From an optimization exercise on the open Yosys and OpenROAD flow, aimed at small area; shortcuts taken in it are not production practice.
Where RTL was checked, it was by simulation tests only, not by an equivalence proof against the original.
No activity file was given, so power comes from the tool's default toggle rates.

Design exec_stage, start of the top module:
module exec_stage (
  input  logic        clk,
  input  logic        reset,
  input  logic        in_valid,
  input  logic [5:0]  op1,
  input  logic [7:0]  op2,
  input  logic [15:0] imm,
  input  logic [31:0] rs_val,
  input  logic [31:0] rt_val,
  input  logic [31:0] pc,
  output logic        out_valid,
  output logic [31:0] result,
  output logic        wr_reg,
  output logic        redirect,
  output logic [31:0] redirect_pc
);
  logic alur, br, jal, sw, i_add, i_log;
  logic r_cmp, r_add, r_sub, r_log, r_shr, r_shl;
  assign alur  = (op1 == 6'h00);
  assign br    = (op1[5:2] == 4'b0010);
  assign jal   = (op1 == 6'h0c);
  assign sw    = (op1 == 6'h1a);
  assign i_add = (op1 == 6'h12) | (op1 == 6'h1a) | (op1 == 6'h20);
  assign i_log = (op1 == 6'h24) | (op1 == 6'h25) | (op1 == 6'h26);
  assign r_cmp = alur & (op2[7:2] == 6'b000010);
  assign r_add = alur & (op2 == 8'h20);
  assign r_sub = alur & (op2 == 8'h28);
  assign r_log = alur & (op2[7:4] == 4'h2) & op2[2] & (op2[1:0] != 2'b11);
  assign r_shr = alur & (op2 == 8'h30);
  assign r_shl = alur & (op2 == 8'h31);
  logic selimm, sel4, sub;
  assign selimm = op1[5] | op1[4];
  assign sel4   = op1[2];
  assign sub    = ~(op1[5] | op1[4] | op1[2]) & (op1[3] | (op2[3] & ~op2[2]));
  logic [31:0] simm, aa, bb, ap, ag, sum;
  assign simm = {{16{imm[15]}}, imm};
  assign aa   = rs_val;
  assign bb   = (selimm ? simm : (sel4 ? {simm[29:0], 2'b00} : rt_val)) ^ {32{sub}};
  assign ap   = aa ^ bb;
  assign ag   = aa & bb;
  wire ma_G0 = ag[0] | (ap[0] & sub);
  wire ma_Q4 = ag[4] | (ap[4] & ag[3]);
  wire ma_R4 = ap[4] & ap[3];
  wire ma_Q8 = ag[8] | (ap[8] & ag[7]);
  wire ma_R8 = ap[8] & ap[7];
  wire ma_Q16 = ag[16] | (ap[16] & ag[15]);
  wire ma_R16 = ap[16] & ap[15];
  wire ma_G1_4 = ag[1] | (ap[1] & ma_G0);
  wire ma_P1_4 = ap[1] & ap[0];
  wire ma_G3_5 = ag[3] | (ap[3] & ag[2]);
  wire ma_P3_5 = ap[3] & ap[2];
  wire ma_G5_6 = ag[5] | (ap[5] & ag[4]);
  wire ma_P5_6 = ap[5] & ap[4];
  wire ma_G7_7 = ag[7] | (ap[7] & ag[6]);
  wire ma_P7_7 = ap[7] & ap[6];
  wire ma_G9_8 = ag[9] | (ap[9] & ag[8]);
  wire ma_P9_8 = ap[9] & ap[8];
  wire ma_G11_9 = ag[11] | (ap[11] & ag[10]);
  wire ma_P11_9 = ap[11] & ap[10];
  wire ma_G13_10 = ag[13] | (ap[13] & ag[12]);
  wire ma_P13_10 = ap[13] & ap[12];
  wire ma_G15_11 = ag[15] | (ap[15] & ag[14]);
  wire ma_P15_11 = ap[15] & ap[14];
  ...
For scale: ~130 flip-flops, ~200 I/O pins, ~11000 um2 of cells after synthesis.
clock: 5.0 ns
lec_check: 0
abc_area: 1
cap_margin: 20
core_margin: 2
core_utilization: 40
cts_buf_list: sky130_fd_sc_hd__clkbuf_4 sky130_fd_sc_hd__clkbuf_8
gpl_timing_driven: 0
setup_slack_margin: 0.15
slew_margin: 20
standard.sh (not shown) runs the stock make flow with config.mk's settings and CLKGATE_MAP_FILE= SYNTH_SCRIPT=/design/flow/synth_recipe.tcl, a recipe that flattens the netlist after the stock synthesis.
==> flow/flow/run.sh <==
#!/bin/bash
# The standard layout (standard.sh: ORFS synthesis to final layout), with the
# smallest buffer, sky130_fd_sc_hd__buf_1, as the buffer ORFS puts on every port.
# The full make output goes to standard_flow.log in this folder.
set -euo pipefail
bash standard.sh "BUFFER_PORTS_ARGS=-buffer_cell sky130_fd_sc_hd__buf_1" finish > standard_flow.log 2>&1
Then changed:
--- a/flow/design.v
+++ b/flow/design.v
@@ -363,32 +363,30 @@
   assign tinc = ta_c[16] & ~tb[15];
   assign tdec = ~ta_c[16] & tb[15];
   assign all1[0] = 1'b1;
   assign all0[0] = 1'b1;
   for (genvar i = 1; i < 14; i++) begin : g_incdec
     assign all1[i] = all1[i-1] & ta[15+i];
     assign all0[i] = all0[i-1] & ~ta[15+i];
   end
   assign tsum[29:16] = ta[29:16] ^ (({14{tinc}} & all1) | ({14{tdec}} & all0));
   assign pcn = {tsum, pc[1:0]};
-  logic [31:0] res_n, tgt_n, sh_rev;
-  logic        sel_sum, sel_log;
-  assign sel_sum = r_add | r_sub | i_add;
-  assign sel_log = r_log | i_log;
-  always_comb
-    for (int i = 0; i < 32; i++) sh_rev[i] = shy[31-i];
-  assign res_n = ({32{sel_sum}} & sum)
-               | ({32{sel_log}} & lg)
-               | ({32{r_shr}}   & shy)
-               | ({32{r_shl}}   & sh_rev)
-               | ({32{jal}}     & pcn)
-               | {31'd0, r_cmp & cmp};
+  logic [31:0] res_n, tgt_n;
+  always_comb begin
+    res_n = '0;
+    if (r_log | i_log)         res_n = lg;
+    if (r_shr)                 res_n = shy;
+    if (r_shl)                 for (int i = 0; i < 32; i++) res_n[i] = shy[31-i];
+    if (jal)                   res_n = pcn;
+    if (r_cmp)                 res_n = {31'd0, cmp};
+    if (r_add | r_sub | i_add) res_n = sum;
+  end
   assign tgt_n = op1[2] ? sum : pcn;
   logic        v1, w1, r1;
   logic [31:0] res1, tgt1;
   always_ff @(posedge clk or posedge reset)
     if (reset) begin
       v1 <= 1'b0;
       w1 <= 1'b0;
       r1 <= 1'b0;
     end else begin
       v1 <= in_valid;
After rerunning:
- non-clock buffer count rises by 3
- setup slack gets worse by 120 ps
- via count rises by about 5%
- hold slack loses 3.6 ps
- maximum frequency goes down by 2.5%
- combinational power barely changes
- final area went up by 0.53%
- routed wire length goes up by about 9%
- sequential share of layout area goes down by 0.11 points
Only the layout flow was run in the first run of this note; the RTL was not checked for function there.

[port drivers added, routing unchanged]
No port has a modelled driver above. Below, the same layouts with a new extraction and two added sets of constraints. Step 1 sets driving cells, clkbuf_16 on the clock port and buf_2 on the other inputs (assumed; they add their load-dependent delay and slew). Step 2 also shifts input and output timing later by t, the mid clock arrival at the registers, as if the neighbouring blocks saw the same clock. a / b / c = no drivers / after step 1 / after step 2; a / b = the first two.
run	shift t [ns]	setup WS [ns]	worst hold slack (ns)	worst register clock-pin slew, ns
the first run	0.499	0.397 / 0.397 / -0.102	0.323 / 0.323 / 0.323	0.10 / 0.10
the second run	0.502	0.278 / 0.301 / -0.200	0.319 / 0.319 / 0.319	0.11 / 0.11
Met with ideal ports but missed after step 2: setup timing in the first run and the second run. For the first run, which loses most, drivers alone change the setup slack by 0.000 ns; drivers and shift together by -0.499 ns.
